Background: an optimization exercise with open tools, aiming at a short achievable clock period and few clock cycles per item. Do not read the settings as production practice.
In this exercise RTL edits were held to simulation tests only and were not proved equivalent to the original.
No activity file was given, so power comes from the tool's default toggle rates.

`flow/run.sh`:
```
#!/bin/bash
# synth_recipe.tcl (not shown) runs the flow's synth.tcl, then flattens the netlist and writes it again
# the make line also repeats each setting of config.mk as NAME=value (left out here)
make -C /OpenROAD-flow-scripts/flow DESIGN_CONFIG=/design/flow/config.mk WORK_HOME=/design/flow/orfs CLKGATE_MAP_FILE= SYNTH_SCRIPT=/design/flow/synth_recipe.tcl finish
```
`flow/config.mk`:
```
export PLATFORM = sky130hd
export DESIGN_NAME = cpuTop
export DESIGN_NICKNAME = cpuTop
export VERILOG_FILES = /design/flow/design.v
export SDC_FILE = /design/flow/constraint.sdc
export NUM_CORES = 4
export LEC_CHECK = 0
export CAP_MARGIN = 20
export CORE_MARGIN = 2
export CORE_UTILIZATION = 40
export SLEW_MARGIN = 20
```
`flow/constraint.sdc`:
```
create_clock -name core_clock -period 12.0 [get_ports {Clock}]
set_input_delay 2.4000 -clock core_clock [delete_from_list [all_inputs] [get_ports {Clock}]]
set_output_delay 2.4000 -clock core_clock [all_outputs]
set_load 0.01 [all_outputs]
```
`flow/design.v`:
```
package cpuIsaPkg;
	typedef enum logic [4:0] {
		opAdd  = 5'b00011,
		opSub  = 5'b00100,
		opAnd  = 5'b01010,
		opOr   = 5'b01011,
		opAddi = 5'b01100,
		opNeg  = 5'b10000,
		opNot  = 5'b10001,
		opOut  = 5'b10111,
		opHalt = 5'b11011
	} opcodeT;
	typedef enum logic [2:0] {
		aluPass = 3'd0,  
		aluAdd  = 3'd1,
		aluSub  = 3'd2,
		aluAnd  = 3'd3,
		aluOr   = 3'd4,
		aluNeg  = 3'd5,
		aluNot  = 3'd6,
		aluInc  = 3'd7   
	} aluOpT;
	typedef struct packed {
		opcodeT      opcode;
		logic [3:0]  ra;      
		logic [3:0]  rb;
		logic [3:0]  rc;
		logic [14:0] unused;
	} regFormT;
	typedef struct packed {
		opcodeT      opcode;
		logic [3:0]  ra;
		logic [3:0]  rb;
		logic [18:0] constVal;  
	} immFormT;
	typedef union packed {
		regFormT regForm;
		immFormT immForm;
	} instrWordT;
endpackage
package cpuCtrlPkg;
	typedef enum logic [2:0] {
		srcNone   = 3'd0,  
		srcPc     = 3'd1,
		srcZLow   = 3'd2,
		srcMdr    = 3'd3,
		srcReg    = 3'd4,
		srcConstC = 3'd5
	} busSrcT;
	typedef enum logic [1:0] {
		selRa = 2'd0,
		selRb = 2'd1,
		selRc = 2'd2
	} regSelT;
	typedef struct packed {
		busSrcT           busSrc;
		regSelT           regSel;
		logic             marIn;
		logic             pcIn;
		logic             mdrIn;
		logic             irIn;
		logic             yIn;
		logic             zIn;
		logic             regIn;   
		logic             outIn;   
		logic             read;    
		logic [2:0]       aluOp;  
	} ctrlWordT;
endpackage
`timescale 1ns/1ps
module registerFile (
	input  logic        Clock,
	input  logic        reset,
	input  logic [3:0]  readAddr,
	output logic [31:0] readData,
	input  logic        writeEnable,
	input  logic [3:0]  writeAddr,
	input  logic [31:0] writeData
);
	logic [31:0] regs [16];
	assign readData = (readAddr == 4'd0) ? 32'd0 : regs[readAddr];
	always_ff @(posedge Clock) begin
		if (reset) begin
			for (int i = 0; i < 16; i++)
				regs[i] <= 32'd0;
		end else if (writeEnable && writeAddr != 4'd0) begin
			regs[writeAddr] <= writeData;  
		end
	end
endmodule
`timescale 1ns/1ps
module aluUnit (
	input  cpuIsaPkg::aluOpT op,
	input  logic [31:0]      a,       
	input  logic [31:0]      b,       
	output logic [31:0]      result
);
	always_comb begin
		case (op)
			cpuIsaPkg::aluAdd: begin
				result = a + b;
			end
			cpuIsaPkg::aluSub: begin
				result = a - b;
			end
			cpuIsaPkg::aluAnd: begin
				result = a & b;
			end
			cpuIsaPkg::aluOr: begin
				result = a | b;
			end
			cpuIsaPkg::aluNeg: begin
				result = ~b + 32'd1;  
			end
			cpuIsaPkg::aluNot: begin
				result = ~b;
			end
			cpuIsaPkg::aluInc: begin
				result = b + 32'd1;  
			end
			default: begin
				result = b;  
			end
		endcase
	end
endmodule
`timescale 1ns/1ps
module controlSequencer (
	input  logic                 Clock,
	input  logic                 reset,
	input  cpuIsaPkg::opcodeT    opcode,
	output cpuCtrlPkg::ctrlWordT ctrl,
	output logic                 halted
);
	localparam logic [2:0] t0 = 3'd0;
	localparam logic [2:0] t1 = 3'd1;
	localparam logic [2:0] t2 = 3'd2;
	localparam logic [2:0] t3 = 3'd3;
	localparam logic [2:0] t4 = 3'd4;
	localparam logic [2:0] t5 = 3'd5;
	logic [2:0] step;
	logic [2:0] stepNext;
	logic haltNow;
	function automatic logic [2:0] aluOpFor(input logic [4:0] op);
		case (op)
			cpuIsaPkg::opAdd, cpuIsaPkg::opAddi: aluOpFor = cpuIsaPkg::aluAdd;
			cpuIsaPkg::opSub: aluOpFor = cpuIsaPkg::aluSub;
			cpuIsaPkg::opAnd: aluOpFor = cpuIsaPkg::aluAnd;
			cpuIsaPkg::opOr:  aluOpFor = cpuIsaPkg::aluOr;
			cpuIsaPkg::opNeg: aluOpFor = cpuIsaPkg::aluNeg;
			cpuIsaPkg::opNot: aluOpFor = cpuIsaPkg::aluNot;
			default: aluOpFor = cpuIsaPkg::aluPass;
		endcase
	endfunction
	always_comb begin
		ctrl = '0;
		stepNext = step + 3'd1;
		haltNow = 1'b0;
		if (!halted) begin
			case (step)
				t0: begin
					ctrl.busSrc = cpuCtrlPkg::srcPc;
					ctrl.marIn = 1'b1;
					ctrl.aluOp = cpuIsaPkg::aluInc;  
					ctrl.zIn = 1'b1;
				end
				t1: begin
					ctrl.busSrc = cpuCtrlPkg::srcZLow;
					ctrl.pcIn = 1'b1;
					ctrl.read = 1'b1;
					ctrl.mdrIn = 1'b1;
				end
				t2: begin
					ctrl.busSrc = cpuCtrlPkg::srcMdr;
					ctrl.irIn = 1'b1;
				end
				t3: begin
					case (opcode)
						cpuIsaPkg::opAdd, cpuIsaPkg::opSub, cpuIsaPkg::opAnd,
						cpuIsaPkg::opOr, cpuIsaPkg::opAddi: begin
							ctrl.busSrc = cpuCtrlPkg::srcReg;
							ctrl.regSel = cpuCtrlPkg::selRb;
							ctrl.yIn = 1'b1;  
						end
						cpuIsaPkg::opNeg, cpuIsaPkg::opNot: begin
							stepNext = t4;  
						end
						cpuIsaPkg::opOut: begin
							ctrl.busSrc = cpuCtrlPkg::srcReg;
							ctrl.regSel = cpuCtrlPkg::selRa;
							ctrl.outIn = 1'b1;
							stepNext = t0;
						end
						default: begin
							haltNow = 1'b1;  
							stepNext = t3;
						end
					endcase
				end
				t4: begin
					ctrl.busSrc = cpuCtrlPkg::srcReg;
					ctrl.regSel = cpuCtrlPkg::selRc;
					if (opcode == cpuIsaPkg::opAddi)
						ctrl.busSrc = cpuCtrlPkg::srcConstC;
					else if (opcode == cpuIsaPkg::opNeg || opcode == cpuIsaPkg::opNot)
						ctrl.regSel = cpuCtrlPkg::selRb;
					ctrl.aluOp = aluOpFor(opcode);
					ctrl.zIn = 1'b1;
				end
				t5: begin
					ctrl.busSrc = cpuCtrlPkg::srcZLow;
					ctrl.regSel = cpuCtrlPkg::selRa;
					ctrl.regIn = 1'b1;  
					stepNext = t0;
				end
				default: stepNext = t0;
			endcase
		end else begin
			stepNext = step;  
		end
	end
	always_ff @(posedge Clock) begin
		if (reset) begin
			step <= t0;
			halted <= 1'b0;
		end else begin
			step <= stepNext;
			if (haltNow)
				halted <= 1'b1;
		end
	end
endmodule
`timescale 1ns/1ps
module busDatapath #(
	parameter logic [31:0] resetVector = 32'd0
) (
	input  logic                 Clock,
	input  logic                 reset,
	input  cpuCtrlPkg::ctrlWordT ctrl,
	output cpuIsaPkg::opcodeT    opcode,
	input  logic [31:0]          memData,
	output logic [31:0]          memAddr,
	output logic                 memRead,
	output logic [31:0]          outData,
	output logic                 outStrobe
);
	logic [31:0] bus;
	logic [31:0] pc;
	logic [31:0] mar;
	logic [31:0] mdr;
	cpuIsaPkg::instrWordT ir;
	logic [31:0] y;
	logic [31:0] z;
	logic [31:0] outReg;
	logic [31:0] regData;
	logic [31:0] aluResult;
	logic [31:0] constC;
	logic [3:0] regAddr;
	assign opcode = ir.regForm.opcode;
	assign constC = {{13{ir.immForm.constVal[18]}}, ir.immForm.constVal};
	assign memAddr = mar;
	assign memRead = ctrl.read;
	assign outData = outReg;
	always_comb begin
		case (ctrl.regSel)
			cpuCtrlPkg::selRb: regAddr = ir.regForm.rb;
			cpuCtrlPkg::selRc: regAddr = ir.regForm.rc;
			default: regAddr = ir.regForm.ra;
		endcase
	end
	always_comb begin
		case (ctrl.busSrc)
			cpuCtrlPkg::srcPc:     bus = pc;
			cpuCtrlPkg::srcZLow:   bus = z;
			cpuCtrlPkg::srcMdr:    bus = mdr;
			cpuCtrlPkg::srcReg:    bus = regData;
			cpuCtrlPkg::srcConstC: bus = constC;
			default:               bus = 32'd0;
		endcase
	end
	always_ff @(posedge Clock) begin
		if (reset) begin
			pc <= resetVector;
			outStrobe <= 1'b0;
		end else begin
			if (ctrl.pcIn)
				pc <= bus;
			outStrobe <= ctrl.outIn;  
		end
	end
	always_ff @(posedge Clock) begin
		if (ctrl.marIn)
			mar <= bus;
		if (ctrl.mdrIn && ctrl.read)
			mdr <= memData;  
		if (ctrl.irIn)
			ir <= bus;
		if (ctrl.yIn)
			y <= bus;
		if (ctrl.zIn)
			z <= aluResult;
		if (ctrl.outIn)
			outReg <= bus;
	end
	registerFile regs (
		.Clock       (Clock),
		.reset       (reset),
		.readAddr    (regAddr),
		.readData    (regData),
		.writeEnable (ctrl.regIn),
		.writeAddr   (regAddr),
		.writeData   (bus)
	);
	aluUnit alu (
		.op     (ctrl.aluOp),
		.a      (y),
		.b      (bus),
		.result (aluResult)
	);
endmodule
`timescale 1ns/1ps
module cpuTop #(
	parameter logic [31:0] resetVector = 32'd0  
) (
	input  logic        Clock,
	input  logic        reset,
	input  logic [31:0] memData,
	output logic [31:0] memAddr,
	output logic        memRead,
	output logic [31:0] outData,
	output logic        outStrobe,
	output logic        halted
);
	cpuCtrlPkg::ctrlWordT ctrl;
	cpuIsaPkg::opcodeT opcode;
	controlSequencer sequencer (
		.Clock  (Clock),
		.reset  (reset),
		.opcode (opcode),
		.ctrl   (ctrl),
		.halted (halted)
	);
	busDatapath #(
		.resetVector (resetVector)
	) datapath (
		.Clock     (Clock),
		.reset     (reset),
		.ctrl      (ctrl),
		.opcode    (opcode),
		.memData   (memData),
		.memAddr   (memAddr),
		.memRead   (memRead),
		.outData   (outData),
		.outStrobe (outStrobe)
	);
endmodule
```
==> out/metrics.cfg <==
[placement]
gp_congestion=0.935
place_hpwl_microns=79900
place_ws_ns=2.04
dpl.cell_count=4849
placement.io_buffers=100
place_area_sq_um=41500

[clock_network]
cts_resized=0
insertion_delay_to_the_later_sink_of_the_worst_skew_pair_ns=0.67
cts.root.buffer_cell=sky130_fd_sc_hd__clkbuf_16
path_clk_slew_ns=0.06
cts_setup_buffers=0
clock_path_buffers=3
clock_tree_from_tritoncts=done
cts_max_level=3
cts.sinks=739
cts-hold-fix-buffers=0
tritoncts.num_buffers=81

[finish]
drive_above_1_share_pct=9.85
finish.instance_area_sq_um=44100
fin_cells=5002
area.growth.synth_to_final_pct=12.7
nNetsFinal=3734
final.fill_count=8857

[worst_setup_path]
critical_path.reg2reg.startpoint=datapath.ir[28]$_DFFE_PP_
timing.critical_path.from_type=flop
crit_slowest_cell=sky130_fd_sc_hd__or4b_2
crit-reg2reg-capture=datapath.z[28]$_DFFE_PP_
max_stage_delay_ns=0.67
cp-end-kind=flop
reg2reg_slack_ns=2.02
worst-r2r-cell-count=31
critPathKind=flop to flop
critical_path_peak_fanout=51
critPathRequiredTime_ns=12.52
worstPathArrival_ns=10.49

[run_status]
run_status=no timing/DRC/antenna violations

[power_and_ir_drop]
vdd_ir_drop_max_mv=0.218
clockPowerShare_pct=17.8
p_sw_share_pct=47.9
internal_dissipation_uw=7430
power_per_cell_area_nw_per_um2=323
p_switching_uw=6820
p_seq_share_pct=25.2
power.share.combinational_pct=57.0
p_leak_uw=0.0160

[die]
core_sq_um=96900
ioPinCount=101
initial_core_utilization_pct=40.4
rows=114
dieHeight_microns=317
die-width_microns=317
die_area_sq_um=100000

[synthesis]
synth-edff-count=702
synth_cell_type_count=104
synthesis.instances=3681
ys_ff_latch=739
count_of_yosys_warnings_during_synthesis=4
netlist_area_pre_place_sq_um=39200
yosysMostFrequentCell=sky130_fd_sc_hd__edfxtp_1
synth.top_cells.by_area=sky130_fd_sc_hd__edfxtp_1, sky130_fd_sc_hd__nor2_1, sky130_fd_sc_hd__and3_1
sequential_to_total_area_share_from_yosys_stat_pct=55.7
synth.largest_area_cell=sky130_fd_sc_hd__edfxtp_1
synth_largest_type_area_fraction_pct=53.8
dominantRegCellSynth=sky130_fd_sc_hd__edfxtp_1
asyncSetResetFlopFracSynth_pct=0
synth.avg_cell_area_sq_um=10.6
synth_top_cells_by_count=sky130_fd_sc_hd__edfxtp_1, sky130_fd_sc_hd__nor2_1, sky130_fd_sc_hd__a21oi_1

[timing]
setup-tns-final_ns=0
rsz0062_at_grt=no
clock-skew-final_ns=0.0328
finalMaxSlewViolations=0
smallest_hold_slack_ns=0.500
hold_violations=0
finalCritPeriodShare_pct=83.1
post-route-min-period_ns=9.98
setup-violations-final=0
max_slew.worst_pin.slew_ns=1.11
maxSlewHeadroom_pct=25.4
finalWorstSetupSlack_ns=2.02
max_freq_ghz=0.100

[route]
routed_wire_length_per_instance_microns=27.1
detail-route-antenna-nets=0
drt-vias-per-instance=6.36
routed_wirelength_microns=136000
drt_first_iter_violations=4331
num_vias=31801
drt-pass1-iter-count=6
detail_route.drc_violations=0

[grt]
largest_net_degree_at_the_start_of_global_routing=153
overflow=0
antenna_found_initial=0
grt_pass1_wl_microns=199000
global_route.usage.total_pct=26.5
grt_pass1_vias=29871

[worst_hold_path]
holdPathEnd=datapath.pc[6]$_SDFFE_PP0P_
min-delay-path-class=flop to flop
count_of_cells_along_the_worst_hold_path=2
min-delay-start=datapath.pc[6]$_SDFFE_PP0P_

[run]
max-cap-violations=0

-- sequential cells by signal (all words and copies together), names as in the netlist, 3 cells and up --
| signal | count |
|---|---|
| datapath.z | 32 |
| datapath.ir | 32 |
| sequencer.step | 3 |
| datapath.y | 32 |
| datapath.regs.regs | 510 |
| datapath.mar | 32 |
| datapath.pc | 32 |
| datapath.outReg | 32 |
| datapath.mdr | 32 |
-- cells by family (layout without fill, tap and decap cells) --
kind of cell,count (synthesis),count (layout),share of synthesized area [%]
AO/OA/AOI/OAI,967,967,17.2
AND/OR/NAND/NOR,1349,1349,16.3
XOR/XNOR,65,65,1.45
multiplexers,100,100,3.15
buffers and inverters,417,431,4.84
adder cells (fa/ha/maj),43,43,1.39
flip-flops,739,739,55.7
other,1,32,0.00957
-- worst max path at each step --
stage	startpoint	end	slack [ns]	depth (start not counted)
floorplan	sequencer.step[0]$_SDFFE_PP0N_	datapath.z[28]$_DFFE_PP_	3.61	33
global placement	datapath.ir[28]$_DFFE_PP_	datapath.z[28]$_DFFE_PP_	2.20	30
detailed placement	datapath.ir[28]$_DFFE_PP_	datapath.z[28]$_DFFE_PP_	2.04	30
CTS	datapath.ir[28]$_DFFE_PP_	datapath.z[28]$_DFFE_PP_	1.96	30
global route	datapath.ir[29]$_DFFE_PP_	datapath.z[28]$_DFFE_PP_	1.44	31
finish	datapath.ir[28]$_DFFE_PP_	datapath.z[28]$_DFFE_PP_	2.02	31
-- area by class of cell --
type	instances	area, sq um	area share, %
flip-flops and latches	739	21800	49.4
multi-input cells	2554	15900	35.9
clock buffers	98	2130	4.83
repair buffers	222	2000	4.52
well taps	1276	1600	3.62
clock inverters	52	517	1.17
inverters	59	221	0.502
diodes	2	5.00	0.0113
-- per-layer routing --
metal / vias to the layer above / part of all wire [%] / routed length [microns] / global-route usage (%)
met3: 303 / 11 / 14500 / 5.11
met4: 0 / 3.8 / 5190 / 10.4
met1: 15682 / 41 / 55600 / 37.7
met2: 1883 / 44 / 60400 / 39.9
met5: - / 0 / 0 / 0
li1: 13933 / - / - / -
-- worst max-delay path, delay by kind of cell, from the launching register on --
kind / cells / cell delay, ns
AO/OA/AOI/OAI: 14 / 3.41
XOR/XNOR: 1 / 0.12
adder cells (fa/ha/maj): 3 / 1.24
buffers and inverters: 1 / 0.54
flip-flops: 1 / 0.60
AND/OR/NAND/NOR: 12 / 3.86
-- layout by cell type, fill, tap and decap left out, drive strengths merged, types with 17 or more instances in the layout --
| master | instances |
|---|---|
| mux2i | 76 |
| edfxtp | 702 |
| conb | 30 |
| o21ai | 127 |
| a22oi | 24 |
| ha | 42 |
| o22ai | 39 |
| nand4 | 17 |
| xnor2 | 54 |
| a221oi | 60 |
| a21oi | 304 |
| clkdlybuf4s50 | 99 |
| a31oi | 41 |
| nand3 | 208 |
| a21o | 19 |
| mux4 | 18 |
| o31ai | 17 |
| nor3 | 25 |
| dfxtp | 37 |
| nor2 | 622 |
| clkinv | 41 |
| buf | 122 |
| nand2b | 26 |
| nand2 | 133 |
| a32oi | 159 |
| inv | 59 |
| a211oi | 72 |
| clkbuf | 99 |
| and3 | 242 |
-- power by group through the flow --
| stage | registers (uW) | logic [uW] | clock network (uW) |
|---|---|---|---|
| after floorplan | 3600 | 5320 | 0 |
| after detailed placement | 3640 | 7910 | 0 |
| after global routing | 3620 | 8670 | 2660 |
| after global placement | 3630 | 7890 | 0 |
| final | 3590 | 8120 | 2540 |
| after CTS | 3590 | 7950 | 2570 |
-- per-stage QoR --
step                      utilization, %  total power [uW]
final                               45.6             14200
after global routing                45.6             15000
after CTS                           45.5             14100
after detailed placement            42.8             11600
after global placement              42.8             11500
after floorplan                        -              8920
Testbench counts, summed over its fixed seeds: cycles 49,218, instructions 8,999.

-- static timing again, ports no longer ideal --
Ports are ideal in the flow. The routed layout listed here was re-timed in OpenROAD.
Step 1, drivers: a clkbuf_16 drives Clock and a buf_2 each remaining input, both assumed.
Step 2, shift: input delay + t, output delay - t, t = (earliest + latest rising clock arrival at the registers) / 2. This alone moves slack from input paths to output paths.
Slacks: ideal ports / drivers / drivers and shift; pairs: ideal ports / drivers.
shift t [ns]: 0.722
slack for setup (ns): 2.024 / 2.024 / 2.024
hold WS [ns]: 0.500 / 0.500 / 0.500
After both steps setup and hold are still met in this run. The setup slack of this run moves by 0.000 ns with the drivers and by 0.000 ns with both steps.
